What follows belongs to an exercise in optimizing a design on an open flow for small area and few clock cycles per item; a production flow would make more cautious choices. Where RTL was checked, it was by simulation tests only, not by an equivalence proof against the original. Function not checked in run 1: the RTL went through the layout flow alone. The clock port is modelled as an ideal driver; clocking choices that lean on that would not hold on a real chip.

--- flow/design.v ---
`default_nettype none
package dot_pkg;
   localparam int sample_w = 12;
   localparam int prod_w = 25;
   localparam int sum_w = 32;
   localparam int out_w = 24;
   localparam int dot_len = 5;
   localparam int mult_lat = 3;
endpackage
`default_nettype wire
`default_nettype none
module cpx_multiply (
   input  logic [11:0] x,
   input  logic [11:0] y,
   input  logic        act,
   input  logic        sub,
   input  logic [26:0] base,
   output logic [26:0] sum
);
   logic [12:0] yb;                    
   logic [13:0] xe;                  
   logic [5:0] s1, s2, ng;
   assign yb = {yg, 1'b0};
   logic [11:0] yg;                  
   assign yg = y & {12{act}};
   assign xe = {x[11], x, 1'b0};
   logic [12:0] pp0;
   logic [12:0] pp1;
   logic [12:0] pp2;
   logic [12:0] pp3;
   logic [12:0] pp4;
   logic [12:0] pp5;
   for (genvar j = 0; j < 6; j++) begin : g_enc
      assign s1[j] = yb[2*j+1] ^ yb[2*j];
      assign s2[j] = ((yb[2*j+2] & ~yb[2*j+1] & ~yb[2*j]) |
                            (~yb[2*j+2] & yb[2*j+1] & yb[2*j]));
      assign ng[j] = yb[2*j+2] ^ sub;
   end
   for (genvar i = 0; i < 12; i++) begin : g_pp0
      assign pp0[i] = ((s1[0] & xe[i+1]) | (s2[0] & xe[i])) ^ ng[0];
   end
   assign pp0[12] = act & ~(((s1[0] & xe[13]) | (s2[0] & xe[12])) ^ ng[0]);
   for (genvar i = 0; i < 12; i++) begin : g_pp1
      assign pp1[i] = ((s1[1] & xe[i+1]) | (s2[1] & xe[i])) ^ ng[1];
   end
   assign pp1[12] = act & ~(((s1[1] & xe[13]) | (s2[1] & xe[12])) ^ ng[1]);
   for (genvar i = 0; i < 12; i++) begin : g_pp2
      assign pp2[i] = ((s1[2] & xe[i+1]) | (s2[2] & xe[i])) ^ ng[2];
   end
   assign pp2[12] = act & ~(((s1[2] & xe[13]) | (s2[2] & xe[12])) ^ ng[2]);
   for (genvar i = 0; i < 12; i++) begin : g_pp3
      assign pp3[i] = ((s1[3] & xe[i+1]) | (s2[3] & xe[i])) ^ ng[3];
   end
   assign pp3[12] = act & ~(((s1[3] & xe[13]) | (s2[3] & xe[12])) ^ ng[3]);
   for (genvar i = 0; i < 12; i++) begin : g_pp4
      assign pp4[i] = ((s1[4] & xe[i+1]) | (s2[4] & xe[i])) ^ ng[4];
   end
   assign pp4[12] = act & ~(((s1[4] & xe[13]) | (s2[4] & xe[12])) ^ ng[4]);
   for (genvar i = 0; i < 12; i++) begin : g_pp5
      assign pp5[i] = ((s1[5] & xe[i+1]) | (s2[5] & xe[i])) ^ ng[5];
   end
   assign pp5[12] = act & ~(((s1[5] & xe[13]) | (s2[5] & xe[12])) ^ ng[5]);
   logic t_c2;
   logic t_c4;
   logic t_c6;
   logic t_c8;
   logic t_c10;
   logic t_c12;
   logic t_c14;
   logic t_c16;
   logic t_c18;
   logic t_c20;
   logic t_c22;
   logic t_c24;
   logic t_c26;
   logic t_c28;
   logic t_c30;
   logic t_c32;
   logic t_c34;
   logic t_c36;
   logic t_c38;
   logic t_c40;
   logic t_c42;
   logic t_c44;
   logic t_c46;
   logic t_c48;
   logic t_c50;
   logic t_c52;
   logic t_c54;
   logic t_c56;
   logic t_c58;
   logic t_c60;
   logic t_c62;
   logic t_c64;
   logic t_c66;
   logic t_c68;
   logic t_c70;
   logic t_c72;
   logic t_c74;
   logic t_c76;
   logic t_c78;
   logic t_c80;
   logic t_c82;
   logic t_c84;
   logic t_c86;
   logic t_c88;
   logic t_c90;
   logic t_c92;
   logic t_c94;
   logic t_c96;
   logic t_c98;
   logic t_c100;
   logic t_c102;
   logic t_c104;
   logic t_c106;
   logic t_c108;
   logic t_c110;
   logic t_c112;
   logic t_c114;
   logic t_c116;
   logic t_c118;
   logic t_c120;
   logic t_c122;
   logic t_c124;
   logic t_c126;
   logic t_c128;
   logic t_c130;
   logic t_c132;
   logic t_c134;
   logic t_c136;
   logic t_c138;
   logic t_c140;
   logic t_c142;
   logic t_c144;
   logic t_c146;
   logic t_c148;
   logic t_c150;
   logic t_c152;
   logic t_c154;
   logic t_c156;
   logic t_c157;
   logic t_c158;
   logic t_c159;
   logic t_c160;
   logic t_c161;
   logic t_c162;
   logic t_c163;
   logic t_c164;
   logic t_c165;
   logic t_c166;
   logic t_c167;
   logic t_c168;
   logic t_c171;
   logic t_c172;
   logic t_c175;
   logic t_c176;
   logic t_c179;
   logic t_c180;
   logic t_c183;
   logic t_c184;
   logic t_c187;
   logic t_c188;
   logic t_c191;
   logic t_c192;
   logic t_c195;
   logic t_c196;
   logic t_c199;
   logic t_c200;
   logic t_c203;
   logic t_c204;
   logic t_c207;
   logic t_c208;
   logic t_c211;
   logic t_c212;
   logic t_c215;
   logic t_c216;
   logic t_c219;
   logic t_c220;
   logic t_c223;
   logic t_c224;
   logic t_s1;
   logic t_s3;
   logic t_s5;
   logic t_s7;
   logic t_s9;
   logic t_s11;
   logic t_s13;
   logic t_s15;
   logic t_s17;
   logic t_s19;
   logic t_s21;
   logic t_s23;
   logic t_s25;
   logic t_s27;
   logic t_s29;
   logic t_s31;
   logic t_s33;
   logic t_s35;
   logic t_s37;
   logic t_s39;
   logic t_s41;
   logic t_s43;
   logic t_s45;
   logic t_s47;
   logic t_s49;
   logic t_s51;
   logic t_s53;
   logic t_s55;
   logic t_s57;
   logic t_s59;
   logic t_s61;
   logic t_s63;
   logic t_s65;
   logic t_s67;
   logic t_s69;
   logic t_s71;
   logic t_s73;
   logic t_s75;
   logic t_s77;
   logic t_s79;
   logic t_s81;
   logic t_s83;
   logic t_s85;
   logic t_s87;
   logic t_s89;
   logic t_s91;
   logic t_s93;
   logic t_s95;
   logic t_s97;
   logic t_s99;
   logic t_s101;
   logic t_s103;
   logic t_s105;
   logic t_s107;
   logic t_s109;
   logic t_s111;
   logic t_s113;
   logic t_s115;
   logic t_s117;
   logic t_s119;
   logic t_s121;
   logic t_s123;
   logic t_s125;
   logic t_s127;
   logic t_s129;
   logic t_s131;
   logic t_s133;
   logic t_s135;
   logic t_s137;
   logic t_s139;
   logic t_s141;
   logic t_s143;
   logic t_s145;
   logic t_s147;
   logic t_s149;
   logic t_s151;
   logic t_s153;
   logic t_s155;
   logic t_s169;
   logic t_s170;
   logic t_s173;
   logic t_s174;
   logic t_s177;
   logic t_s178;
   logic t_s181;
   logic t_s182;
   logic t_s185;
   logic t_s186;
   logic t_s189;
   logic t_s190;
   logic t_s193;
   logic t_s194;
   logic t_s197;
   logic t_s198;
   logic t_s201;
   logic t_s202;
   logic t_s205;
   logic t_s206;
   logic t_s209;
   logic t_s210;
   logic t_s213;
   logic t_s214;
   logic t_s217;
   logic t_s218;
   logic t_s221;
   logic t_s222;
   logic t_s225;
   logic t_s226;
   assign t_s1 = base[8] ^ ng[4];
   assign t_c2 = base[8] & ng[4];
   assign t_s3 = base[9] ^ pp0[9];
   assign t_c4 = base[9] & pp0[9];
   assign t_s5 = base[10] ^ ng[5] ^ pp0[10];
   assign t_c6 = (base[10] & ng[5]) | (base[10] & pp0[10]) | (ng[5] & pp0[10]);
   assign t_s7 = pp1[8] ^ pp2[6];
   assign t_c8 = pp1[8] & pp2[6];
   assign t_s9 = base[11] ^ pp0[11] ^ pp1[9];
   assign t_c10 = (base[11] & pp0[11]) | (base[11] & pp1[9]) | (pp0[11] & pp1[9]);
   assign t_s11 = pp2[7] ^ pp3[5];
   assign t_c12 = pp2[7] & pp3[5];
   assign t_s13 = base[12] ^ pp0[12] ^ pp1[10];
   assign t_c14 = (base[12] & pp0[12]) | (base[12] & pp1[10]) | (pp0[12] & pp1[10]);
   assign t_s15 = pp2[8] ^ pp3[6];
   assign t_c16 = pp2[8] & pp3[6];
   assign t_s17 = base[13] ^ pp1[11] ^ pp2[9];
   assign t_c18 = (base[13] & pp1[11]) | (base[13] & pp2[9]) | (pp1[11] & pp2[9]);
   assign t_s19 = base[14] ^ pp1[12];
   assign t_c20 = base[14] & pp1[12];
   assign t_s21 = base[4] ^ ng[2];
   assign t_c22 = base[4] & ng[2];
   assign t_s23 = base[5] ^ pp0[5];
   assign t_c24 = base[5] & pp0[5];
   assign t_s25 = base[6] ^ ng[3] ^ pp0[6];
   assign t_c26 = (base[6] & ng[3]) | (base[6] & pp0[6]) | (ng[3] & pp0[6]);
   assign t_s27 = pp1[4] ^ pp2[2];
   assign t_c28 = pp1[4] & pp2[2];
   assign t_s29 = base[7] ^ pp0[7] ^ pp1[5];
   assign t_c30 = (base[7] & pp0[7]) | (base[7] & pp1[5]) | (pp0[7] & pp1[5]);
   assign t_s31 = pp2[3] ^ pp3[1];
   assign t_c32 = pp2[3] & pp3[1];
   assign t_s33 = t_s1 ^ pp0[8] ^ pp1[6];
   assign t_c34 = (t_s1 & pp0[8]) | (t_s1 & pp1[6]) | (pp0[8] & pp1[6]);
   assign t_s35 = pp2[4] ^ pp3[2] ^ pp4[0];
   assign t_c36 = (pp2[4] & pp3[2]) | (pp2[4] & pp4[0]) | (pp3[2] & pp4[0]);
   assign t_s37 = t_c2 ^ pp1[7] ^ pp2[5];
   assign t_c38 = (t_c2 & pp1[7]) | (t_c2 & pp2[5]) | (pp1[7] & pp2[5]);
   assign t_s39 = pp3[3] ^ pp4[1] ^ t_s3;
   assign t_c40 = (pp3[3] & pp4[1]) | (pp3[3] & t_s3) | (pp4[1] & t_s3);
   assign t_s41 = pp3[4] ^ pp4[2] ^ pp5[0];
   assign t_c42 = (pp3[4] & pp4[2]) | (pp3[4] & pp5[0]) | (pp4[2] & pp5[0]);
   assign t_s43 = t_c4 ^ t_s5 ^ t_s7;
   assign t_c44 = (t_c4 & t_s5) | (t_c4 & t_s7) | (t_s5 & t_s7);
   assign t_s45 = pp4[3] ^ pp5[1] ^ t_c6;
   assign t_c46 = (pp4[3] & pp5[1]) | (pp4[3] & t_c6) | (pp5[1] & t_c6);
   assign t_s47 = t_c8 ^ t_s9 ^ t_s11;
   assign t_c48 = (t_c8 & t_s9) | (t_c8 & t_s11) | (t_s9 & t_s11);
   assign t_s49 = pp4[4] ^ pp5[2] ^ t_c10;
   assign t_c50 = (pp4[4] & pp5[2]) | (pp4[4] & t_c10) | (pp5[2] & t_c10);
   assign t_s51 = t_c12 ^ t_s13 ^ t_s15;
   assign t_c52 = (t_c12 & t_s13) | (t_c12 & t_s15) | (t_s13 & t_s15);
   assign t_s53 = pp3[7] ^ pp4[5] ^ pp5[3];
   assign t_c54 = (pp3[7] & pp4[5]) | (pp3[7] & pp5[3]) | (pp4[5] & pp5[3]);
   assign t_s55 = t_c14 ^ t_c16 ^ t_s17;
   assign t_c56 = (t_c14 & t_c16) | (t_c14 & t_s17) | (t_c16 & t_s17);
   assign t_s57 = pp2[10] ^ pp3[8] ^ pp4[6];
   assign t_c58 = (pp2[10] & pp3[8]) | (pp2[10] & pp4[6]) | (pp3[8] & pp4[6]);
   assign t_s59 = pp5[4] ^ t_c18 ^ t_s19;
   assign t_c60 = (pp5[4] & t_c18) | (pp5[4] & t_s19) | (t_c18 & t_s19);
   assign t_s61 = base[15] ^ pp2[11] ^ pp3[9];
   assign t_c62 = (base[15] & pp2[11]) | (base[15] & pp3[9]) | (pp2[11] & pp3[9]);
   assign t_s63 = pp4[7] ^ pp5[5] ^ t_c20;
   assign t_c64 = (pp4[7] & pp5[5]) | (pp4[7] & t_c20) | (pp5[5] & t_c20);
   assign t_s65 = base[16] ^ pp2[12] ^ pp3[10];
   assign t_c66 = (base[16] & pp2[12]) | (base[16] & pp3[10]) | (pp2[12] & pp3[10]);
   assign t_s67 = pp4[8] ^ pp5[6];
   assign t_c68 = pp4[8] & pp5[6];
   assign t_s69 = base[17] ^ pp3[11] ^ pp4[9];
   assign t_c70 = (base[17] & pp3[11]) | (base[17] & pp4[9]) | (pp3[11] & pp4[9]);
   assign t_s71 = base[18] ^ pp3[12];
   assign t_c72 = base[18] & pp3[12];
   assign t_s73 = base[2] ^ ng[1];
   assign t_c74 = base[2] & ng[1];
   assign t_s75 = base[3] ^ pp0[3];
   assign t_c76 = base[3] & pp0[3];
   assign t_s77 = t_s21 ^ pp0[4] ^ pp1[2];
   assign t_c78 = (t_s21 & pp0[4]) | (t_s21 & pp1[2]) | (pp0[4] & pp1[2]);
   assign t_s79 = t_c22 ^ pp1[3] ^ pp2[1];
   assign t_c80 = (t_c22 & pp1[3]) | (t_c22 & pp2[1]) | (pp1[3] & pp2[1]);
   assign t_s81 = pp3[0] ^ t_c24 ^ t_s25;
   assign t_c82 = (pp3[0] & t_c24) | (pp3[0] & t_s25) | (t_c24 & t_s25);
   assign t_s83 = t_c26 ^ t_c28 ^ t_s29;
   assign t_c84 = (t_c26 & t_c28) | (t_c26 & t_s29) | (t_c28 & t_s29);
   assign t_s85 = t_c30 ^ t_c32 ^ t_s33;
   assign t_c86 = (t_c30 & t_c32) | (t_c30 & t_s33) | (t_c32 & t_s33);
   assign t_s87 = t_c34 ^ t_c36 ^ t_s37;
   assign t_c88 = (t_c34 & t_c36) | (t_c34 & t_s37) | (t_c36 & t_s37);
   assign t_s89 = t_c38 ^ t_s41 ^ t_c40;
   assign t_c90 = (t_c38 & t_s41) | (t_c38 & t_c40) | (t_s41 & t_c40);
   assign t_s91 = t_c42 ^ t_c44 ^ t_s45;
   assign t_c92 = (t_c42 & t_c44) | (t_c42 & t_s45) | (t_c44 & t_s45);
   assign t_s93 = t_c46 ^ t_c48 ^ t_s49;
   assign t_c94 = (t_c46 & t_c48) | (t_c46 & t_s49) | (t_c48 & t_s49);
   assign t_s95 = t_s53 ^ t_c50 ^ t_c52;
   assign t_c96 = (t_s53 & t_c50) | (t_s53 & t_c52) | (t_c50 & t_c52);
   assign t_s97 = t_c54 ^ t_s57 ^ t_c56;
   assign t_c98 = (t_c54 & t_s57) | (t_c54 & t_c56) | (t_s57 & t_c56);
   assign t_s99 = t_c58 ^ t_s61 ^ t_c60;
   assign t_c100 = (t_c58 & t_s61) | (t_c58 & t_c60) | (t_s61 & t_c60);
   assign t_s101 = t_c62 ^ t_s65 ^ t_s67;
   assign t_c102 = (t_c62 & t_s65) | (t_c62 & t_s67) | (t_s65 & t_s67);
   assign t_s103 = pp5[7] ^ t_c66 ^ t_c68;
   assign t_c104 = (pp5[7] & t_c66) | (pp5[7] & t_c68) | (t_c66 & t_c68);
   assign t_s105 = pp4[10] ^ pp5[8] ^ t_c70;
   assign t_c106 = (pp4[10] & pp5[8]) | (pp4[10] & t_c70) | (pp5[8] & t_c70);
   assign t_s107 = base[19] ^ pp4[11] ^ pp5[9];
   assign t_c108 = (base[19] & pp4[11]) | (base[19] & pp5[9]) | (pp4[11] & pp5[9]);
   assign t_s109 = base[20] ^ pp4[12];
   assign t_c110 = base[20] & pp4[12];
   assign t_s111 = base[0] ^ ng[0];
   assign t_c112 = base[0] & ng[0];
   assign t_s113 = base[1] ^ pp0[1];
   assign t_c114 = base[1] & pp0[1];
   assign t_s115 = t_s73 ^ pp0[2] ^ pp1[0];
   assign t_c116 = (t_s73 & pp0[2]) | (t_s73 & pp1[0]) | (pp0[2] & pp1[0]);
   assign t_s117 = t_c74 ^ pp1[1] ^ t_s75;
   assign t_c118 = (t_c74 & pp1[1]) | (t_c74 & t_s75) | (pp1[1] & t_s75);
   assign t_s119 = pp2[0] ^ t_c76 ^ t_s77;
   assign t_c120 = (pp2[0] & t_c76) | (pp2[0] & t_s77) | (t_c76 & t_s77);
   assign t_s121 = t_c78 ^ t_s79 ^ t_s23;
   assign t_c122 = (t_c78 & t_s79) | (t_c78 & t_s23) | (t_s79 & t_s23);
   assign t_s123 = t_c80 ^ t_s27 ^ t_s81;
   assign t_c124 = (t_c80 & t_s27) | (t_c80 & t_s81) | (t_s27 & t_s81);
   assign t_s125 = t_s31 ^ t_c82 ^ t_s83;
   assign t_c126 = (t_s31 & t_c82) | (t_s31 & t_s83) | (t_c82 & t_s83);
   assign t_s127 = t_s35 ^ t_c84 ^ t_s85;
   assign t_c128 = (t_s35 & t_c84) | (t_s35 & t_s85) | (t_c84 & t_s85);
   assign t_s129 = t_c86 ^ t_s87 ^ t_s39;
   assign t_c130 = (t_c86 & t_s87) | (t_c86 & t_s39) | (t_s87 & t_s39);
   assign t_s131 = t_c88 ^ t_s43 ^ t_s89;
   assign t_c132 = (t_c88 & t_s43) | (t_c88 & t_s89) | (t_s43 & t_s89);
   assign t_s133 = t_s47 ^ t_c90 ^ t_s91;
   assign t_c134 = (t_s47 & t_c90) | (t_s47 & t_s91) | (t_c90 & t_s91);
   assign t_s135 = t_s51 ^ t_c92 ^ t_s93;
   assign t_c136 = (t_s51 & t_c92) | (t_s51 & t_s93) | (t_c92 & t_s93);
   assign t_s137 = t_s55 ^ t_c94 ^ t_s95;
   assign t_c138 = (t_s55 & t_c94) | (t_s55 & t_s95) | (t_c94 & t_s95);
   assign t_s139 = t_s59 ^ t_c96 ^ t_s97;
   assign t_c140 = (t_s59 & t_c96) | (t_s59 & t_s97) | (t_c96 & t_s97);
   assign t_s141 = t_s63 ^ t_c98 ^ t_s99;
   assign t_c142 = (t_s63 & t_c98) | (t_s63 & t_s99) | (t_c98 & t_s99);
   assign t_s143 = t_c64 ^ t_s101 ^ t_c100;
   assign t_c144 = (t_c64 & t_s101) | (t_c64 & t_c100) | (t_s101 & t_c100);
   assign t_s145 = t_s69 ^ t_c102 ^ t_s103;
   assign t_c146 = (t_s69 & t_c102) | (t_s69 & t_s103) | (t_c102 & t_s103);
   assign t_s147 = t_s71 ^ t_c104 ^ t_s105;
   assign t_c148 = (t_s71 & t_c104) | (t_s71 & t_s105) | (t_c104 & t_s105);
   assign t_s149 = t_c72 ^ t_s107 ^ t_c106;
   assign t_c150 = (t_c72 & t_s107) | (t_c72 & t_c106) | (t_s107 & t_c106);
   assign t_s151 = pp5[10] ^ t_c108 ^ t_s109;
   assign t_c152 = (pp5[10] & t_c108) | (pp5[10] & t_s109) | (t_c108 & t_s109);
   assign t_s153 = base[21] ^ pp5[11] ^ t_c110;
   assign t_c154 = (base[21] & pp5[11]) | (base[21] & t_c110) | (pp5[11] & t_c110);
   assign t_s155 = base[22] ^ pp5[12];
   assign t_c156 = base[22] & pp5[12];
   assign sum[0] = t_s111 ^ pp0[0];
   assign t_c157 = t_s111 & pp0[0];
   assign sum[1] = t_s113 ^ t_c112 ^ t_c157;
   assign t_c158 = (t_s113 & t_c112) | (t_s113 & t_c157) | (t_c112 & t_c157);
   assign sum[2] = t_s115 ^ t_c114 ^ t_c158;
   assign t_c159 = (t_s115 & t_c114) | (t_s115 & t_c158) | (t_c114 & t_c158);
   assign sum[3] = t_s117 ^ t_c116 ^ t_c159;
   assign t_c160 = (t_s117 & t_c116) | (t_s117 & t_c159) | (t_c116 & t_c159);
   assign sum[4] = t_s119 ^ t_c118 ^ t_c160;
   assign t_c161 = (t_s119 & t_c118) | (t_s119 & t_c160) | (t_c118 & t_c160);
   assign sum[5] = t_s121 ^ t_c120 ^ t_c161;
   assign t_c162 = (t_s121 & t_c120) | (t_s121 & t_c161) | (t_c120 & t_c161);
   assign sum[6] = t_s123 ^ t_c122 ^ t_c162;
   assign t_c163 = (t_s123 & t_c122) | (t_s123 & t_c162) | (t_c122 & t_c162);
   assign sum[7] = t_s125 ^ t_c124 ^ t_c163;
   assign t_c164 = (t_s125 & t_c124) | (t_s125 & t_c163) | (t_c124 & t_c163);
   assign sum[8] = t_s127 ^ t_c126 ^ t_c164;
   assign t_c165 = (t_s127 & t_c126) | (t_s127 & t_c164) | (t_c126 & t_c164);
   assign sum[9] = t_s129 ^ t_c128 ^ t_c165;
   assign t_c166 = (t_s129 & t_c128) | (t_s129 & t_c165) | (t_c128 & t_c165);
   assign sum[10] = t_s131 ^ t_c130 ^ t_c166;
   assign t_c167 = (t_s131 & t_c130) | (t_s131 & t_c166) | (t_c130 & t_c166);
   assign sum[11] = t_s133 ^ t_c132 ^ t_c167;
   assign t_c168 = (t_s133 & t_c132) | (t_s133 & t_c167) | (t_c132 & t_c167);
   assign t_s169 = t_s135 ^ t_c134;
   assign t_c171 = t_s135 & t_c134;
   assign t_s170 = t_s135 ^ t_c134 ^ 1'b1;
   assign t_c172 = (t_s135 & t_c134) | (t_s135 & 1'b1) | (t_c134 & 1'b1);
   assign sum[12] = t_c168 ? t_s170 : t_s169;
   assign t_s173 = t_s137 ^ t_c136 ^ t_c171;
   assign t_c175 = (t_s137 & t_c136) | (t_s137 & t_c171) | (t_c136 & t_c171);
   assign t_s174 = t_s137 ^ t_c136 ^ t_c172;
   assign t_c176 = (t_s137 & t_c136) | (t_s137 & t_c172) | (t_c136 & t_c172);
   assign sum[13] = t_c168 ? t_s174 : t_s173;
   assign t_s177 = t_s139 ^ t_c138 ^ t_c175;
   assign t_c179 = (t_s139 & t_c138) | (t_s139 & t_c175) | (t_c138 & t_c175);
   assign t_s178 = t_s139 ^ t_c138 ^ t_c176;
   assign t_c180 = (t_s139 & t_c138) | (t_s139 & t_c176) | (t_c138 & t_c176);
   assign sum[14] = t_c168 ? t_s178 : t_s177;
   assign t_s181 = t_s141 ^ t_c140 ^ t_c179;
   assign t_c183 = (t_s141 & t_c140) | (t_s141 & t_c179) | (t_c140 & t_c179);
   assign t_s182 = t_s141 ^ t_c140 ^ t_c180;
   assign t_c184 = (t_s141 & t_c140) | (t_s141 & t_c180) | (t_c140 & t_c180);
   assign sum[15] = t_c168 ? t_s182 : t_s181;
   assign t_s185 = t_s143 ^ t_c142 ^ t_c183;
   assign t_c187 = (t_s143 & t_c142) | (t_s143 & t_c183) | (t_c142 & t_c183);
   assign t_s186 = t_s143 ^ t_c142 ^ t_c184;
   assign t_c188 = (t_s143 & t_c142) | (t_s143 & t_c184) | (t_c142 & t_c184);
   assign sum[16] = t_c168 ? t_s186 : t_s185;
   assign t_s189 = t_s145 ^ t_c144 ^ t_c187;
   assign t_c191 = (t_s145 & t_c144) | (t_s145 & t_c187) | (t_c144 & t_c187);
   assign t_s190 = t_s145 ^ t_c144 ^ t_c188;
   assign t_c192 = (t_s145 & t_c144) | (t_s145 & t_c188) | (t_c144 & t_c188);
   assign sum[17] = t_c168 ? t_s190 : t_s189;
   assign t_s193 = t_s147 ^ t_c146 ^ t_c191;
   assign t_c195 = (t_s147 & t_c146) | (t_s147 & t_c191) | (t_c146 & t_c191);
   assign t_s194 = t_s147 ^ t_c146 ^ t_c192;
   assign t_c196 = (t_s147 & t_c146) | (t_s147 & t_c192) | (t_c146 & t_c192);
   assign sum[18] = t_c168 ? t_s194 : t_s193;
   assign t_s197 = t_s149 ^ t_c148 ^ t_c195;
   assign t_c199 = (t_s149 & t_c148) | (t_s149 & t_c195) | (t_c148 & t_c195);
   assign t_s198 = t_s149 ^ t_c148 ^ t_c196;
   assign t_c200 = (t_s149 & t_c148) | (t_s149 & t_c196) | (t_c148 & t_c196);
   assign sum[19] = t_c168 ? t_s198 : t_s197;
   assign t_s201 = t_s151 ^ t_c150 ^ t_c199;
   assign t_c203 = (t_s151 & t_c150) | (t_s151 & t_c199) | (t_c150 & t_c199);
   assign t_s202 = t_s151 ^ t_c150 ^ t_c200;
   assign t_c204 = (t_s151 & t_c150) | (t_s151 & t_c200) | (t_c150 & t_c200);
   assign sum[20] = t_c168 ? t_s202 : t_s201;
   assign t_s205 = t_s153 ^ t_c152 ^ t_c203;
   assign t_c207 = (t_s153 & t_c152) | (t_s153 & t_c203) | (t_c152 & t_c203);
   assign t_s206 = t_s153 ^ t_c152 ^ t_c204;
   assign t_c208 = (t_s153 & t_c152) | (t_s153 & t_c204) | (t_c152 & t_c204);
   assign sum[21] = t_c168 ? t_s206 : t_s205;
   assign t_s209 = t_s155 ^ t_c154 ^ t_c207;
   assign t_c211 = (t_s155 & t_c154) | (t_s155 & t_c207) | (t_c154 & t_c207);
   assign t_s210 = t_s155 ^ t_c154 ^ t_c208;
   assign t_c212 = (t_s155 & t_c154) | (t_s155 & t_c208) | (t_c154 & t_c208);
   assign sum[22] = t_c168 ? t_s210 : t_s209;
   assign t_s213 = base[23] ^ t_c156 ^ t_c211;
   assign t_c215 = (base[23] & t_c156) | (base[23] & t_c211) | (t_c156 & t_c211);
   assign t_s214 = base[23] ^ t_c156 ^ t_c212;
   assign t_c216 = (base[23] & t_c156) | (base[23] & t_c212) | (t_c156 & t_c212);
   assign sum[23] = t_c168 ? t_s214 : t_s213;
   assign t_s217 = base[24] ^ t_c215;
   assign t_c219 = base[24] & t_c215;
   assign t_s218 = base[24] ^ t_c216;
   assign t_c220 = base[24] & t_c216;
   assign sum[24] = t_c168 ? t_s218 : t_s217;
   assign t_s221 = base[25] ^ t_c219;
   assign t_c223 = base[25] & t_c219;
   assign t_s222 = base[25] ^ t_c220;
   assign t_c224 = base[25] & t_c220;
   assign sum[25] = t_c168 ? t_s222 : t_s221;
   assign t_s225 = base[26] ^ t_c223;
   assign t_s226 = base[26] ^ t_c224;
   assign sum[26] = t_c168 ? t_s226 : t_s225;
endmodule
`default_nettype wire
`default_nettype none
module dot_prod_top #(
   parameter int sample_w = dot_pkg::sample_w,
   parameter int prod_w   = dot_pkg::prod_w,
   parameter int sum_w    = dot_pkg::sum_w,
   parameter int out_w    = dot_pkg::out_w,
   parameter int dot_len  = dot_pkg::dot_len
) (
   input  logic                       clk,
   input  logic                       rst_n_i,
   input  logic                       req_i,
   input  logic signed [sample_w-1:0] xi_i,
   input  logic signed [sample_w-1:0] xq_i,
   input  logic signed [sample_w-1:0] yi_i,
   input  logic signed [sample_w-1:0] yq_i,
   input  logic                       res_ack_i,
   output logic                       ack_o,
   output logic                       res_req_o,
   output logic signed [out_w-1:0]    res_i_o,
   output logic signed [out_w-1:0]    res_q_o
);
   localparam int acc_w = 2 * sample_w + 3;        
   localparam int shift = sum_w - out_w;           
   localparam int res_w = acc_w - shift;           
   localparam logic [acc_w-1:0] acc_init = 27'd78307328;
   logic req_s1, req_s2;
   logic ack_s1, ack_s2;
   logic [sample_w-1:0] r0, r1, r2, r3;
   logic [1:0] kph;       
   logic       a_is_i;    
   logic       pend;      
   logic [1:0] mcnt;      
   logic [2:0] bcnt;      
   logic       res_full;  
   logic       act;       
   logic       clr;       
   logic       sub;       
   logic       cap, last_step, blk_done;
   logic       ack_n, pend_n, res_full_n, res_req_n, acc_free_n;
   logic       act_n, clr_n, sub_n;
   logic [1:0] mcnt_n, kph_n;
   logic [2:0] bcnt_n;
   logic [acc_w-1:0] acc_a, acc_b, base, sum;
   always_ff @(posedge clk or negedge rst_n_i) begin
      if (!rst_n_i) begin
         req_s1 <= 1'b0;
         req_s2 <= 1'b0;
         ack_s1 <= 1'b0;
         ack_s2 <= 1'b0;
      end else begin
         req_s1 <= req_i;
         req_s2 <= req_s1;
         ack_s1 <= res_ack_i;
         ack_s2 <= ack_s1;
      end
   end
   assign last_step = act && (mcnt == 2'd3);
   assign blk_done  = last_step && (bcnt == 3'(dot_len - 1));
   assign cap       = req_s2 && !ack_o && (!pend || last_step) && !a_is_i;
   always_comb begin
      ack_n      = cap || (ack_o && req_s2);
      pend_n     = cap || (pend && !last_step);
      mcnt_n     = act ? mcnt + 2'd1 : mcnt;
      bcnt_n     = !last_step ? bcnt : blk_done ? 3'd0 : bcnt + 3'd1;
      res_full_n = blk_done || (res_full && !(res_req_o && ack_s2));
      res_req_n  = res_req_o ? !ack_s2 : ((res_full || blk_done) && !ack_s2);
      kph_n      = cap ? 2'd0 : kph + 2'd1;
      acc_free_n = !res_full_n || (res_req_n && ack_s1);
      act_n      = pend_n && (mcnt_n != 2'd0 || bcnt_n != 3'd0 || acc_free_n);
      clr_n      = act_n && (bcnt_n == 3'd0) && (mcnt_n < 2'd2);
      sub_n      = act_n && (kph_n == 2'd2);
   end
   always_ff @(posedge clk or negedge rst_n_i) begin
      if (!rst_n_i) begin
         ack_o     <= 1'b0;
         pend      <= 1'b0;
         mcnt      <= 2'd0;
         bcnt      <= 3'd0;
         res_full  <= 1'b0;
         res_req_o <= 1'b0;
         a_is_i    <= 1'b0;
         kph       <= 2'd0;
         act       <= 1'b0;
         clr       <= 1'b0;
         sub       <= 1'b0;
      end else begin
         ack_o     <= ack_n;
         pend      <= pend_n;
         mcnt      <= mcnt_n;
         bcnt      <= bcnt_n;
         res_full  <= res_full_n;
         res_req_o <= res_req_n;
         a_is_i    <= !a_is_i;
         kph       <= kph_n;
         act       <= act_n;
         clr       <= clr_n;
         sub       <= sub_n;
      end
   end
   always_ff @(posedge clk) begin
      if (cap) begin
         r0 <= xi_i;
         r1 <= yi_i;
         r2 <= xq_i;
         r3 <= yq_i;
      end else begin
         r0 <= r1;
         r1 <= r2;
         r2 <= r3;
         r3 <= r0;
      end
   end
   assign base = clr ? acc_init : acc_a;
   cpx_multiply u_mac (
      .x    (r0),
      .y    (r1),
      .act  (act),
      .sub  (sub),
      .base (base),
      .sum  (sum)
   );
   always_ff @(posedge clk) begin
      acc_a <= acc_b;
      acc_b <= sum;
   end
   logic [acc_w-1:0] si, sq;
   assign si = a_is_i ? acc_a : acc_b;
   assign sq = a_is_i ? acc_b : acc_a;
   assign res_i_o = {{(out_w-res_w){si[acc_w-1]}}, si[acc_w-1:shift]};
   assign res_q_o = {{(out_w-res_w){sq[acc_w-1]}}, sq[acc_w-1:shift]};
endmodule
`default_nettype wire
--- flow/flow/run.sh ---
#!/bin/bash
# Layout flow: the standard flow (standard.sh) with three changes that
# only affect cell choice, not the design or its constraints:
#  - ABC maps the synthesized logic with an area-oriented script
#    (flow/abc_area_nf.script) instead of the speed script; synthesis is
#    otherwise synth_recipe.tcl unchanged (same passes, flatten, renames);
#  - the port buffers that ORFS inserts are sky130_fd_sc_hd__buf_1;
#  - clock_tree_synthesis gets the arguments in flow/cts_args (small clock
#    buffers, no dummy loads).
# make's output goes to standard.log here; each tool's full log is under
# orfs/logs.
set -euo pipefail
here=$(pwd)
{
  printf 'proc abc {args} {\n'
  printf '  set i [lsearch -exact $args -script]\n'
  printf '  if {$i >= 0} { lset args [expr {$i + 1}] %s/flow/abc_area_nf.script }\n' "$here"
  printf '  yosys abc {*}$args\n'
  printf '}\n'
  cat synth_recipe.tcl
} > my_synth.tcl
sed "s#SYNTH_SCRIPT=[^ ]*#SYNTH_SCRIPT=$here/my_synth.tcl#" standard.sh > my_standard.sh
grep -q "SYNTH_SCRIPT=$here/my_synth.tcl" my_standard.sh
# optional extra arguments for yosys synth (flow/synth_args), e.g. -noabc
# to leave the fine-grained logic to extract_fa and the final ABC run.
if [[ -s flow/synth_args ]]; then export SYNTH_ARGS="$(cat flow/synth_args)"; fi
export BUFFER_PORTS_ARGS="-buffer_cell sky130_fd_sc_hd__buf_1"
export CTS_ARGS="$(cat flow/cts_args)"
bash my_standard.sh > standard.log 2>&1
--- flow/flow/abc_area_nf.script ---
&get -n
&st
&dch
&nf -a
&put
topo
stime -c
--- flow/flow/cts_args ---
-sink_clustering_enable -repair_clock_nets -dont_use_dummy_load -buf_list {sky130_fd_sc_hd__clkbuf_8}
--- flow/flow/synth_args ---
-noabc
--- flow/standard.sh ---
#!/bin/bash
# synth_recipe.tcl (not shown) runs the flow's synth.tcl, then flattens the netlist and writes it again
# the make line also repeats each setting of config.mk as NAME=value (left out here)
make -C /OpenROAD-flow-scripts/flow DESIGN_CONFIG=/design/flow/config.mk WORK_HOME=/design/flow/orfs CLKGATE_MAP_FILE= SYNTH_SCRIPT=/design/flow/synth_recipe.tcl "${@:-finish}"
--- flow/config.mk ---
export PLATFORM = sky130hd
export DESIGN_NAME = dot_prod_top
export DESIGN_NICKNAME = dot_prod_top
export VERILOG_FILES = /design/flow/design.v
export SDC_FILE = /design/flow/constraint.sdc
export NUM_CORES = 4
export LEC_CHECK = 0
export CAP_MARGIN = 20
export CORE_MARGIN = 2
export CORE_UTILIZATION = 40
export SLEW_MARGIN = 20
--- flow/constraint.sdc ---
create_clock -name core_clock -period 8.0 [get_ports {clk}]
set_input_delay 1.6000 -clock core_clock [delete_from_list [all_inputs] [get_ports {clk}]]
set_output_delay 1.6000 -clock core_clock [all_outputs]
set_load 0.01 [all_outputs]
==> results of run 1 <==
## area by class of cell
type                            instances  area [um2]
Clock buffer                           17         234
Fill cell                            1782       10000
Inverter                               19        73.8
Multi-Input combinational cell        504        5040
Sequential cell                       121        2520
Tap cell                              234         293
Timing Repair Buffer                  130         598
## placed cells by master (no fill, tap or decap), drive strengths merged, types with 4 or more instances in the layout
master	synthesis	layout
o21bai	4	4
o21a	6	6
a21oi	15	15
nor2b	19	19
nand3	7	7
dfrtp	19	19
clkinv	19	19
fa	71	71
nand2	22	22
o21ai	20	20
a22oi	66	66
ha	37	37
xnor2	84	84
mux2	87	87
or2	11	11
nor2	11	11
and2	7	7
dfxtp	102	102
clkbuf	0	18
o22ai	7	7
xor2	14	14
buf	10	129
## cells in the mapped netlist, types with 4 or more instances
master and n:
dfxtp_1 102, mux2_1 87, xnor2_1 84, fa_1 71, a22oi_1 66, ha_1 37
nand2_1 22, o21ai_0 20, clkinv_1 19, dfrtp_1 19, nor2b_1 19, a21oi_1 15
xor2_1 14, nor2_1 11, or2_0 11, buf_4 10, and2_0 7, nand3_1 7
o22ai_1 7, o21a_1 6, o21bai_1 4
## metal layers
metal  up-vias  track usage (%)  part of all wire, %
met5         -                0                    0
met4         0             7.19                  2.7
met3        32             3.87                  4.1
met2       136             27.0                   49
met1      2593             22.6                   45
li1       2570                -                    -
## worst min path at each step
stage                           startpoint                to  slack (ns)  cells after the start
after global routing      acc_b[3]$_DFF_P_  acc_a[3]$_DFF_P_        0.31                      0
after detailed placement  acc_b[4]$_DFF_P_  acc_a[4]$_DFF_P_        0.31                      0
final                     acc_b[3]$_DFF_P_  acc_a[3]$_DFF_P_        0.31                      0
after CTS                 acc_b[3]$_DFF_P_  acc_a[3]$_DFF_P_        0.31                      0
after global placement    acc_b[5]$_DFF_P_  acc_a[5]$_DFF_P_        0.31                      0
after floorplan           acc_b[0]$_DFF_P_  acc_a[0]$_DFF_P_        0.31                      0
## logic make-up (layout without fill, tap and decap cells)
kind of cell             Yosys count  count (layout)
flip-flops                       121             121
adder cells (fa/ha/maj)          108             108
buffers and inverters             29             166
multiplexers                      87              87
AO/OA/AOI/OAI                    127             127
XOR/XNOR                          98              98
AND/OR/NAND/NOR                   84              84
## worst max-delay path: cells and delay by family (launching register included)
kind,cells,cell delay (ns)
simple gates,2,0.47
xor+xnor,2,0.32
compound gates,4,0.56
buf+inv,2,0.19
fa+ha+maj,15,5.52
flops,1,0.46
## registers in the layout (all words and copies together) (netlist names), 2 cells and up
name	cells
r2	12
mcnt	2
bcnt	3
acc_a	27
r3	12
r1	12
r0	12
kph	2
acc_b	27
## what timing repair did
action	CTS	global route
pin swaps	0	0
gates resized for setup	1	4
setup endpoints to repair	1	2
## stage by stage
| step | hold slack, ns | instance area (um2) | cells | setup WS (ns) |
|---|---|---|---|---|
| 2_1_floorplan | 0.310 | 7690 | 654 | 0.00296 |
| 3_3_place_gp | 0.311 | 8510 | 1008 | 0.143 |
| 3_5_place_dp | 0.312 | 8510 | 1008 | 0.0475 |
| 4_1_cts | 0.312 | 8750 | 1025 | 0.0538 |
| 5_1_grt | 0.313 | 8760 | 1025 | 0.0199 |
| 6_report | 0.311 | 8760 | 1025 | 0.346 |
==> metrics.md, run 1 <==
| Metric | Value |
|---|---|
| Run status | `timing/DRC/antenna clean` |
| Utilization after layout | `46.7%` |
| Worst skew pair latency | `0.46 ns` |
| Adder-cell area share of the yosys netlist | `24.5%` |
| DRT Pass-1 Iters | `6` |
| CP Capture Type | `register` |
| Setup Viol. Count Final | `0` |
| Worst r2r dst | `acc_b[26]$_DFF_P_` |
| Crit path required time | `8.32 ns` |
| Xor/xnor share of the synthesized area | `11.2%` |
| Fraction of synthesized area in multiplexers | `12.8%` |
| Final slew viol count | `0` |
| Final hold violation count | `0` |
| Routability congestion estimate from global placement | `0.894` |
| Clock Skews | `0.0367 ns` |
| Core footprint | `18800 um2` |
| R2R cell count | `25` |
| Clock Sinks | `121` |
| Total Wirelength | `17000 um` |
| Fin crit period | `7.65 ns` |
| Synth area leaders | `dfxtp_1 (27%), fa_1 (19%), mux2_1 (13%), xnor2_1 (9.6%), a22oi_1 (6.5%)` |
| Chip width | `143 um` |
| Largest family of logic cells by synthesized area | `adder cells` |
| CTS tree | `done` |
| Ys async rst share | `15.7%` |
| Via/cell ratio | `5.20` |
| Syn avg cell area | `11.7 um2` |
| Final nets | `953` |
| Die Footprint | `20300 um2` |
| Setup bufs post-CTS | `0` |
| Worst setup path end | `acc_b[26]$_DFF_P_` |
| Post-route DRC | `0` |
| Ant diodes | `0` |
| Num CTS Buffers | `17` |
| Yosys cell types | `31` |
| Total Routing Usage GR | `17.1%` |
| CP startpoint kind | `register` |
| Grt ovf | `0` |
| R2R Setup Slk | `0.35 ns` |
| Layout Area Growth over Synthesis | `14.1%` |
| Register area share after synthesis | `32.8%` |
| Initial antenna violation count | `0` |
| Hold Path Class | `register to register` |
| Seq cells post-synth | `121` |
| Ys Warns | `1` |
| Pin count of the biggest net entering global routing | `50` |
| Post-synth top area share | `26.6%` |
| Post-Synthesis Cells | `654` |
| Number of synthesized flops with an enable pin | `0` |
| Critical-path top delay cell | `dfrtp_2` |
| Hold-fix buffers, CTS | `0` |
| Initial DRC count | `361` |
| Compound-cell area share of the yosys netlist | `11.2%` |
| Critical Path Max Stage Delay | `0.46 ns` |
| Final clock period utilization by the worst path | `95.7%` |
| Crit path max fanout | `6` |
| Initial core utilization | `40.9%` |
| CP most frequent cell | `fa_1` |
| Yosys top cell by area | `dfxtp_1` |
| Worst Tran Pin Value | `0.862 ns` |
| Max cap viols | `0` |
| CTS clk-pin slew, worst paths | `0.09 ns` |
| Die height | `143 um` |
| Post-synthesis simple-gate area fraction | `5.66%` |
| Critical path arrival | `7.98 ns` |
| Setup_tns | `0 ns` |
| RSZ-0062 raised after global routing | `no` |
| Ys flop type | `dfxtp_1` |
| Rows | `50` |
| WL/cell | `16.5 um` |
| Critical path type | `register to register` |
| Slew HR | `42.6%` |
| Post-Syn Area | `7680 um2` |
| Syn nets | `814` |
| Launch point of the critical path | `act$_DFF_PN0_` |
| I/O Buffers | `101` |
| Global-route wire length before repair | `26900 um` |
| Max frequency | `0.131 GHz` |
| Vias in the first global route | `5420` |
| Worst r2r src | `act$_DFF_PN0_` |
| Share of cells above drive strength 1 | `7.46%` |
| Hpwl dp | `13000 um` |
| DR vias | `5331` |
| Top-Level Pins | `102` |
| Antenna viol nets, final | `0` |
==> run 2: changes to the inputs <==
--- a/flow/design.v
+++ b/flow/design.v
@@ -16,4 +16,5 @@
    input  logic        sub,
    input  logic [26:0] base,
+   output logic [1:0]  co,
    output logic [26:0] sum
 );
@@ -151,32 +152,19 @@
    logic t_c167;
    logic t_c168;
+   logic t_c169;
+   logic t_c170;
    logic t_c171;
    logic t_c172;
+   logic t_c173;
+   logic t_c174;
    logic t_c175;
    logic t_c176;
+   logic t_c177;
+   logic t_c178;
    logic t_c179;
    logic t_c180;
+   logic t_c181;
+   logic t_c182;
    logic t_c183;
-   logic t_c184;
-   logic t_c187;
-   logic t_c188;
-   logic t_c191;
-   logic t_c192;
-   logic t_c195;
-   logic t_c196;
-   logic t_c199;
-   logic t_c200;
-   logic t_c203;
-   logic t_c204;
-   logic t_c207;
-   logic t_c208;
-   logic t_c211;
-   logic t_c212;
-   logic t_c215;
-   logic t_c216;
-   logic t_c219;
-   logic t_c220;
-   logic t_c223;
-   logic t_c224;
    logic t_s1;
    logic t_s3;
@@ -257,34 +245,4 @@
    logic t_s153;
    logic t_s155;
-   logic t_s169;
-   logic t_s170;
-   logic t_s173;
-   logic t_s174;
-   logic t_s177;
-   logic t_s178;
-   logic t_s181;
-   logic t_s182;
-   logic t_s185;
-   logic t_s186;
-   logic t_s189;
-   logic t_s190;
-   logic t_s193;
-   logic t_s194;
-   logic t_s197;
-   logic t_s198;
-   logic t_s201;
-   logic t_s202;
-   logic t_s205;
-   logic t_s206;
-   logic t_s209;
-   logic t_s210;
-   logic t_s213;
-   logic t_s214;
-   logic t_s217;
-   logic t_s218;
-   logic t_s221;
-   logic t_s222;
-   logic t_s225;
-   logic t_s226;
    assign t_s1 = base[8] ^ ng[4];
    assign t_c2 = base[8] & ng[4];
@@ -461,83 +419,111 @@
    assign sum[8] = t_s127 ^ t_c126 ^ t_c164;
    assign t_c165 = (t_s127 & t_c126) | (t_s127 & t_c164) | (t_c126 & t_c164);
-   assign sum[9] = t_s129 ^ t_c128 ^ t_c165;
-   assign t_c166 = (t_s129 & t_c128) | (t_s129 & t_c165) | (t_c128 & t_c165);
+   assign co[0] = t_c165;
+   assign sum[9] = t_s129 ^ t_c128;
+   assign t_c166 = t_s129 & t_c128;
    assign sum[10] = t_s131 ^ t_c130 ^ t_c166;
    assign t_c167 = (t_s131 & t_c130) | (t_s131 & t_c166) | (t_c130 & t_c166);
    assign sum[11] = t_s133 ^ t_c132 ^ t_c167;
    assign t_c168 = (t_s133 & t_c132) | (t_s133 & t_c167) | (t_c132 & t_c167);
-   assign t_s169 = t_s135 ^ t_c134;
-   assign t_c171 = t_s135 & t_c134;
-   assign t_s170 = t_s135 ^ t_c134 ^ 1'b1;
-   assign t_c172 = (t_s135 & t_c134) | (t_s135 & 1'b1) | (t_c134 & 1'b1);
-   assign sum[12] = t_c168 ? t_s170 : t_s169;
-   assign t_s173 = t_s137 ^ t_c136 ^ t_c171;
-   assign t_c175 = (t_s137 & t_c136) | (t_s137 & t_c171) | (t_c136 & t_c171);
-   assign t_s174 = t_s137 ^ t_c136 ^ t_c172;
-   assign t_c176 = (t_s137 & t_c136) | (t_s137 & t_c172) | (t_c136 & t_c172);
-   assign sum[13] = t_c168 ? t_s174 : t_s173;
-   assign t_s177 = t_s139 ^ t_c138 ^ t_c175;
-   assign t_c179 = (t_s139 & t_c138) | (t_s139 & t_c175) | (t_c138 & t_c175);
-   assign t_s178 = t_s139 ^ t_c138 ^ t_c176;
-   assign t_c180 = (t_s139 & t_c138) | (t_s139 & t_c176) | (t_c138 & t_c176);
-   assign sum[14] = t_c168 ? t_s178 : t_s177;
-   assign t_s181 = t_s141 ^ t_c140 ^ t_c179;
-   assign t_c183 = (t_s141 & t_c140) | (t_s141 & t_c179) | (t_c140 & t_c179);
-   assign t_s182 = t_s141 ^ t_c140 ^ t_c180;
-   assign t_c184 = (t_s141 & t_c140) | (t_s141 & t_c180) | (t_c140 & t_c180);
-   assign sum[15] = t_c168 ? t_s182 : t_s181;
-   assign t_s185 = t_s143 ^ t_c142 ^ t_c183;
-   assign t_c187 = (t_s143 & t_c142) | (t_s143 & t_c183) | (t_c142 & t_c183);
-   assign t_s186 = t_s143 ^ t_c142 ^ t_c184;
-   assign t_c188 = (t_s143 & t_c142) | (t_s143 & t_c184) | (t_c142 & t_c184);
-   assign sum[16] = t_c168 ? t_s186 : t_s185;
-   assign t_s189 = t_s145 ^ t_c144 ^ t_c187;
-   assign t_c191 = (t_s145 & t_c144) | (t_s145 & t_c187) | (t_c144 & t_c187);
-   assign t_s190 = t_s145 ^ t_c144 ^ t_c188;
-   assign t_c192 = (t_s145 & t_c144) | (t_s145 & t_c188) | (t_c144 & t_c188);
-   assign sum[17] = t_c168 ? t_s190 : t_s189;
-   assign t_s193 = t_s147 ^ t_c146 ^ t_c191;
-   assign t_c195 = (t_s147 & t_c146) | (t_s147 & t_c191) | (t_c146 & t_c191);
-   assign t_s194 = t_s147 ^ t_c146 ^ t_c192;
-   assign t_c196 = (t_s147 & t_c146) | (t_s147 & t_c192) | (t_c146 & t_c192);
-   assign sum[18] = t_c168 ? t_s194 : t_s193;
-   assign t_s197 = t_s149 ^ t_c148 ^ t_c195;
-   assign t_c199 = (t_s149 & t_c148) | (t_s149 & t_c195) | (t_c148 & t_c195);
-   assign t_s198 = t_s149 ^ t_c148 ^ t_c196;
-   assign t_c200 = (t_s149 & t_c148) | (t_s149 & t_c196) | (t_c148 & t_c196);
-   assign sum[19] = t_c168 ? t_s198 : t_s197;
-   assign t_s201 = t_s151 ^ t_c150 ^ t_c199;
-   assign t_c203 = (t_s151 & t_c150) | (t_s151 & t_c199) | (t_c150 & t_c199);
-   assign t_s202 = t_s151 ^ t_c150 ^ t_c200;
-   assign t_c204 = (t_s151 & t_c150) | (t_s151 & t_c200) | (t_c150 & t_c200);
-   assign sum[20] = t_c168 ? t_s202 : t_s201;
-   assign t_s205 = t_s153 ^ t_c152 ^ t_c203;
-   assign t_c207 = (t_s153 & t_c152) | (t_s153 & t_c203) | (t_c152 & t_c203);
-   assign t_s206 = t_s153 ^ t_c152 ^ t_c204;
-   assign t_c208 = (t_s153 & t_c152) | (t_s153 & t_c204) | (t_c152 & t_c204);
-   assign sum[21] = t_c168 ? t_s206 : t_s205;
-   assign t_s209 = t_s155 ^ t_c154 ^ t_c207;
-   assign t_c211 = (t_s155 & t_c154) | (t_s155 & t_c207) | (t_c154 & t_c207);
-   assign t_s210 = t_s155 ^ t_c154 ^ t_c208;
-   assign t_c212 = (t_s155 & t_c154) | (t_s155 & t_c208) | (t_c154 & t_c208);
-   assign sum[22] = t_c168 ? t_s210 : t_s209;
-   assign t_s213 = base[23] ^ t_c156 ^ t_c211;
-   assign t_c215 = (base[23] & t_c156) | (base[23] & t_c211) | (t_c156 & t_c211);
-   assign t_s214 = base[23] ^ t_c156 ^ t_c212;
-   assign t_c216 = (base[23] & t_c156) | (base[23] & t_c212) | (t_c156 & t_c212);
-   assign sum[23] = t_c168 ? t_s214 : t_s213;
-   assign t_s217 = base[24] ^ t_c215;
-   assign t_c219 = base[24] & t_c215;
-   assign t_s218 = base[24] ^ t_c216;
-   assign t_c220 = base[24] & t_c216;
-   assign sum[24] = t_c168 ? t_s218 : t_s217;
-   assign t_s221 = base[25] ^ t_c219;
-   assign t_c223 = base[25] & t_c219;
-   assign t_s222 = base[25] ^ t_c220;
-   assign t_c224 = base[25] & t_c220;
-   assign sum[25] = t_c168 ? t_s222 : t_s221;
-   assign t_s225 = base[26] ^ t_c223;
-   assign t_s226 = base[26] ^ t_c224;
-   assign sum[26] = t_c168 ? t_s226 : t_s225;
+   assign sum[12] = t_s135 ^ t_c134 ^ t_c168;
+   assign t_c169 = (t_s135 & t_c134) | (t_s135 & t_c168) | (t_c134 & t_c168);
+   assign sum[13] = t_s137 ^ t_c136 ^ t_c169;
+   assign t_c170 = (t_s137 & t_c136) | (t_s137 & t_c169) | (t_c136 & t_c169);
+   assign sum[14] = t_s139 ^ t_c138 ^ t_c170;
+   assign t_c171 = (t_s139 & t_c138) | (t_s139 & t_c170) | (t_c138 & t_c170);
+   assign sum[15] = t_s141 ^ t_c140 ^ t_c171;
+   assign t_c172 = (t_s141 & t_c140) | (t_s141 & t_c171) | (t_c140 & t_c171);
+   assign sum[16] = t_s143 ^ t_c142 ^ t_c172;
+   assign t_c173 = (t_s143 & t_c142) | (t_s143 & t_c172) | (t_c142 & t_c172);
+   assign sum[17] = t_s145 ^ t_c144 ^ t_c173;
+   assign t_c174 = (t_s145 & t_c144) | (t_s145 & t_c173) | (t_c144 & t_c173);
+   assign co[1] = t_c174;
+   assign sum[18] = t_s147 ^ t_c146;
+   assign t_c175 = t_s147 & t_c146;
+   assign sum[19] = t_s149 ^ t_c148 ^ t_c175;
+   assign t_c176 = (t_s149 & t_c148) | (t_s149 & t_c175) | (t_c148 & t_c175);
+   assign sum[20] = t_s151 ^ t_c150 ^ t_c176;
+   assign t_c177 = (t_s151 & t_c150) | (t_s151 & t_c176) | (t_c150 & t_c176);
+   assign sum[21] = t_s153 ^ t_c152 ^ t_c177;
+   assign t_c178 = (t_s153 & t_c152) | (t_s153 & t_c177) | (t_c152 & t_c177);
+   assign sum[22] = t_s155 ^ t_c154 ^ t_c178;
+   assign t_c179 = (t_s155 & t_c154) | (t_s155 & t_c178) | (t_c154 & t_c178);
+   assign sum[23] = base[23] ^ t_c156 ^ t_c179;
+   assign t_c180 = (base[23] & t_c156) | (base[23] & t_c179) | (t_c156 & t_c179);
+   assign sum[24] = base[24] ^ t_c180;
+   assign t_c181 = base[24] & t_c180;
+   assign sum[25] = base[25] ^ t_c181;
+   assign t_c182 = base[25] & t_c181;
+   assign sum[26] = base[26] ^ t_c182;
+   assign t_c183 = base[26] & t_c182;
+endmodule
+`default_nettype wire
+`default_nettype none
+module cpx_settle (
+   input  logic [26:0] b,
+   input  logic [1:0]  c,
+   output logic [26:0] r
+);
+   logic u9;
+   logic u10;
+   logic u11;
+   logic u12;
+   logic u13;
+   logic u14;
+   logic u15;
+   logic u16;
+   logic u17;
+   logic u18;
+   logic u19;
+   logic u20;
+   logic u21;
+   logic u22;
+   logic u23;
+   logic u24;
+   logic u25;
+   assign r[0] = b[0];
+   assign r[1] = b[1];
+   assign r[2] = b[2];
+   assign r[3] = b[3];
+   assign r[4] = b[4];
+   assign r[5] = b[5];
+   assign r[6] = b[6];
+   assign r[7] = b[7];
+   assign r[8] = b[8];
+   assign r[9] = b[9] ^ c[0];
+   assign u9 = b[9] & c[0];
+   assign r[10] = b[10] ^ u9;
+   assign u10 = b[10] & u9;
+   assign r[11] = b[11] ^ u10;
+   assign u11 = b[11] & u10;
+   assign r[12] = b[12] ^ u11;
+   assign u12 = b[12] & u11;
+   assign r[13] = b[13] ^ u12;
+   assign u13 = b[13] & u12;
+   assign r[14] = b[14] ^ u13;
+   assign u14 = b[14] & u13;
+   assign r[15] = b[15] ^ u14;
+   assign u15 = b[15] & u14;
+   assign r[16] = b[16] ^ u15;
+   assign u16 = b[16] & u15;
+   assign r[17] = b[17] ^ u16;
+   assign u17 = b[17] & u16;
+   assign r[18] = b[18] ^ u17 ^ c[1];
+   assign u18 = (b[18] & u17) | (b[18] & c[1]) | (u17 & c[1]);
+   assign r[19] = b[19] ^ u18;
+   assign u19 = b[19] & u18;
+   assign r[20] = b[20] ^ u19;
+   assign u20 = b[20] & u19;
+   assign r[21] = b[21] ^ u20;
+   assign u21 = b[21] & u20;
+   assign r[22] = b[22] ^ u21;
+   assign u22 = b[22] & u21;
+   assign r[23] = b[23] ^ u22;
+   assign u23 = b[23] & u22;
+   assign r[24] = b[24] ^ u23;
+   assign u24 = b[24] & u23;
+   assign r[25] = b[25] ^ u24;
+   assign u25 = b[25] & u24;
+   assign r[26] = b[26] ^ u25;
 endmodule
 `default_nettype wire
@@ -584,5 +570,7 @@
    logic [1:0] mcnt_n, kph_n;
    logic [2:0] bcnt_n;
-   logic [acc_w-1:0] acc_a, acc_b, base, sum;
+   localparam int n_cut = 2;
+   logic [acc_w-1:0] acc_a, acc_b, base, sum, res_b;
+   logic [n_cut-1:0] cry_b, cout;
    always_ff @(posedge clk or negedge rst_n_i) begin
       if (!rst_n_i) begin
@@ -661,13 +649,20 @@
       .sub  (sub),
       .base (base),
+      .co   (cout),
       .sum  (sum)
    );
+   cpx_settle u_set (
+      .b (acc_b),
+      .c (cry_b),
+      .r (res_b)
+   );
    always_ff @(posedge clk) begin
-      acc_a <= acc_b;
+      acc_a <= res_b;
       acc_b <= sum;
+      cry_b <= cout;
    end
    logic [acc_w-1:0] si, sq;
-   assign si = a_is_i ? acc_a : acc_b;
-   assign sq = a_is_i ? acc_b : acc_a;
+   assign si = a_is_i ? acc_a : res_b;
+   assign sq = a_is_i ? res_b : acc_a;
    assign res_i_o = {{(out_w-res_w){si[acc_w-1]}}, si[acc_w-1:shift]};
    assign res_q_o = {{(out_w-res_w){sq[acc_w-1]}}, sq[acc_w-1:shift]};
==> metrics.md, run 2 <==
| Metric | Value |
|---|---|
| CP cell instances | `and2_0 -> xnor2_1 -> clkinv_1 -> buf_4 -> xnor2_1 -> ha_1 -> fa_1 -> fa_1 -> fa_1 -> fa_1 -> fa_1 -> fa_1 -> fa_1 -> fa_1 -> fa_1 -> fa_1 -> fa_1` |
| Ys flop type | `dfxtp_1 (unchanged)` |
| Utilization after layout | `46.3% (was 46.7%)` |
| Die height | `143 um (about the same)` |
| Hpwl dp | `12600 um (was 13000 um)` |
| CP top delay family | `adder cells (unchanged)` |
| Post-route DRC | `0 (unchanged)` |
| CTS clk-pin slew, worst paths | `0.07 ns (was 0.09 ns)` |
| CTS tree | `done (unchanged)` |
| Rows | `50 (unchanged)` |
| Final Non-Filler Cells | `1004 (was 1025)` |
| Final slew viol count | `0 (unchanged)` |
| Fin Hold WS | `0.308 ns (was 0.311 ns)` |
| Chip width | `143 um (about the same)` |
| Final hold violation count | `0 (unchanged)` |
| Total Routing Usage GR | `17.3% (was 17.1%)` |
| Via/cell ratio | `5.00 (was 5.20)` |
| Share of cells above drive strength 1 | `5.11% (was 7.46%)` |
| Critical-path top delay cell | `fa_1 (was dfrtp_2)` |
| Initial antenna violation count | `0 (unchanged)` |
| Core footprint | `18800 um2 (about the same)` |
| Setup Viol. Count Final | `0 (unchanged)` |
| DRT Pass-1 Iters | `5 (was 6)` |
| Hold-fix buffers, CTS | `0 (unchanged)` |
| Top-Level Pins | `102 (unchanged)` |
| Seq cells post-synth | `123 (was 121)` |
| Pre-CTS WS | `0.748 ns (was 0.0475 ns)` |
| Worst Tran Pin Value | `0.985 ns (was 0.862 ns)` |
| Ys async rst share | `15.4% (was 15.7%)` |
| Fin crit period | `7.18 ns (was 7.65 ns)` |
| Setup_tns | `0 ns (unchanged)` |
| Synth area leaders | `dfxtp_1 (27%), fa_1 (21%), mux2_1 (12%), xnor2_1 (9.8%), ha_1 (6.8%) (was dfxtp_1 (27%), fa_1 (19%), mux2_1 (13%), xnor2_1 (9.6%), a22oi_1 (6.5%))` |
| I/O Buffers | `101 (unchanged)` |
| Initial core utilization | `40.9% (about the same)` |
| WL/cell | `16.2 um (was 16.5 um)` |
| Worst skew pair latency | `0.45 ns (was 0.46 ns)` |
| RSZ-0062 raised after global routing | `no (unchanged)` |
| Max cap viols | `0 (unchanged)` |
| Commonest cells after routing, fill and taps aside | `dfxtp_1 (104), buf_1 (101), xnor2_1 (86) (was dfxtp_1 (102), buf_1 (100), mux2_1 (87))` |
| Antenna viol nets, final | `0 (unchanged)` |
| Slew HR | `34.4% (was 42.6%)` |
| Critical path type | `register to register (unchanged)` |
| Routability congestion estimate from global placement | `0.838 (was 0.894)` |
| CP bufs+invs | `2 (unchanged)` |
| Yosys top cell by area | `dfxtp_1 (unchanged)` |
| Synth top cells by count | `dfxtp_1 (104), xnor2_1 (86), mux2_1 (84) (was dfxtp_1 (102), mux2_1 (87), xnor2_1 (84))` |
| Final clock period utilization by the worst path | `89.8% (was 95.7%)` |
| Crit path max fanout | `15 (was 6)` |
| Crit path required time | `8.31 ns (was 8.32 ns)` |
| Global-route wire length before repair | `27200 um (was 26900 um)` |
| Layout Area Growth over Synthesis | `13.2% (was 14.1%)` |
| Ant diodes | `0 (unchanged)` |
| Yosys cell types | `34 (was 31)` |
| Cells after DPL | `987 (was 1008)` |
| Die Footprint | `20400 um2 (was 20300 um2)` |
| Cts repair resizes | `0 (was 1)` |
| Total Wirelength | `16300 um (was 17000 um)` |
| Syn nets | `792 (was 814)` |
| Ys Warns | `1 (unchanged)` |
| Post-synth top area share | `27.0% (was 26.6%)` |
| Initial DRC count | `244 (was 361)` |
| Pin count of the biggest net entering global routing | `52 (was 50)` |
| Grt ovf | `0 (unchanged)` |
| DR vias | `5025 (was 5331)` |
| Commonest non-fill, non-tap cell in the layout | `dfxtp_1 (unchanged)` |
| Most numerous cell in the Yosys netlist | `dfxtp_1 (unchanged)` |
| Register area share after synthesis | `33.2% (was 32.8%)` |
| Syn avg cell area | `12.5 um2 (was 11.7 um2)` |
| Clock Skews | `0.0274 ns (was 0.0367 ns)` |
| Max frequency | `0.139 GHz (was 0.131 GHz)` |
| CP startpoint kind | `register (unchanged)` |
| CP most frequent cell | `fa_1 (unchanged)` |
| Run status | `timing/DRC/antenna clean (unchanged)` |
| Final nets | `922 (was 953)` |
| Final worst slack | `0.816 ns (was 0.346 ns)` |
| Num CTS Buffers | `17 (unchanged)` |
| Critical Path Max Stage Delay | `0.52 ns (was 0.46 ns)` |
| Hold Path Class | `register to register (unchanged)` |
| Clock Sinks | `123 (was 121)` |
| Post-Syn Area | `7700 um2 (was 7680 um2)` |
| Regs by FF count | `acc_a (27), acc_b (27) (unchanged)` |
| Number of synthesized flops with an enable pin | `0 (unchanged)` |
| Setup bufs post-CTS | `0 (unchanged)` |
| Vias in the first global route | `5219 (was 5420)` |
| Post-Synthesis Cells | `616 (was 654)` |
| CP Capture Type | `register (unchanged)` |
| Critical path arrival | `7.49 ns (was 7.98 ns)` |
==> run 2: through the flow <==
stage,cell area (um2)
floorplan,7700
global placement,8480
detailed placement,8480
CTS,8720
global route,8720
finish,8720
==> run 2: metal layers <==
metal  routed length, um  GRT usage (%)  share of wire, %  vias up
met5                   0              0                 0        -
met4                 167           5.16               1.0        0
met3                1020           4.96               6.3       11
met2                7160           25.9                44      162
met1                7900           24.6                49     2450
li1                    -              -                 -     2402
==> run 2: logic make-up after synthesis <==
family          share of synthesized area, %
simple gates                            5.72
fa+ha+maj                               28.1
buf+inv                                 1.71
mux                                     12.3
xor+xnor                                10.6
flops                                   33.2
compound gates                          8.40
==> run 2: path summary, 6_finish.rpt <==
check,depth (start not counted),endpoint,slack (ns),from
max,17,acc_b[17]$_DFF_P_,0.82,act$_DFF_PN0_
min,0,acc_a[2]$_DFF_P_,0.31,acc_b[2]$_DFF_P_
max reg2reg,17,acc_b[17]$_DFF_P_,0.82,act$_DFF_PN0_
min reg2reg,0,acc_a[2]$_DFF_P_,0.31,acc_b[2]$_DFF_P_
max in group asynchronous,1,act$_DFF_PN0_,6.09,rst_n_i
min in group asynchronous,1,ack_o$_DFF_PN0_,1.29,rst_n_i
==> run 2: area by class of cell <==
class	instances	area, um2
clock buffer	17	234
tap	260	325
sequential	123	2560
multi-input combinational	468	5020
fill	1756	10100
inverter	15	56.3
timing repair buffer	121	529
Testbench counts of run 2, summed over its fixed seeds: cycles 9,612, results 320.

==> port drivers added, routing unchanged <==
The flow's constraints put no driver on any port. The routed layouts listed below were extracted and timed again, unchanged, in two steps.
Step 1: set_driving_cell puts a clkbuf_16 on clk and a buf_2 on each other input, an assumption about the parent block.
Step 2 also shifts input and output timing later by t, the mid clock arrival at the registers, as if the neighbouring blocks saw the same clock.
Slacks: ideal / step 1 / step 2; pairs: ideal / step 1.
| run | shift t [ns] | setup slack, ns | slew at the worst register clock pin (ns) |
|---|---|---|---|
| run 1 | 0.476 | 0.346 / 0.346 / 0.346 | 0.09 / 0.09 |
| run 2 | 0.472 | 0.816 / 0.816 / 0.816 | 0.08 / 0.08 |
After both steps setup and hold are still met in every run listed.
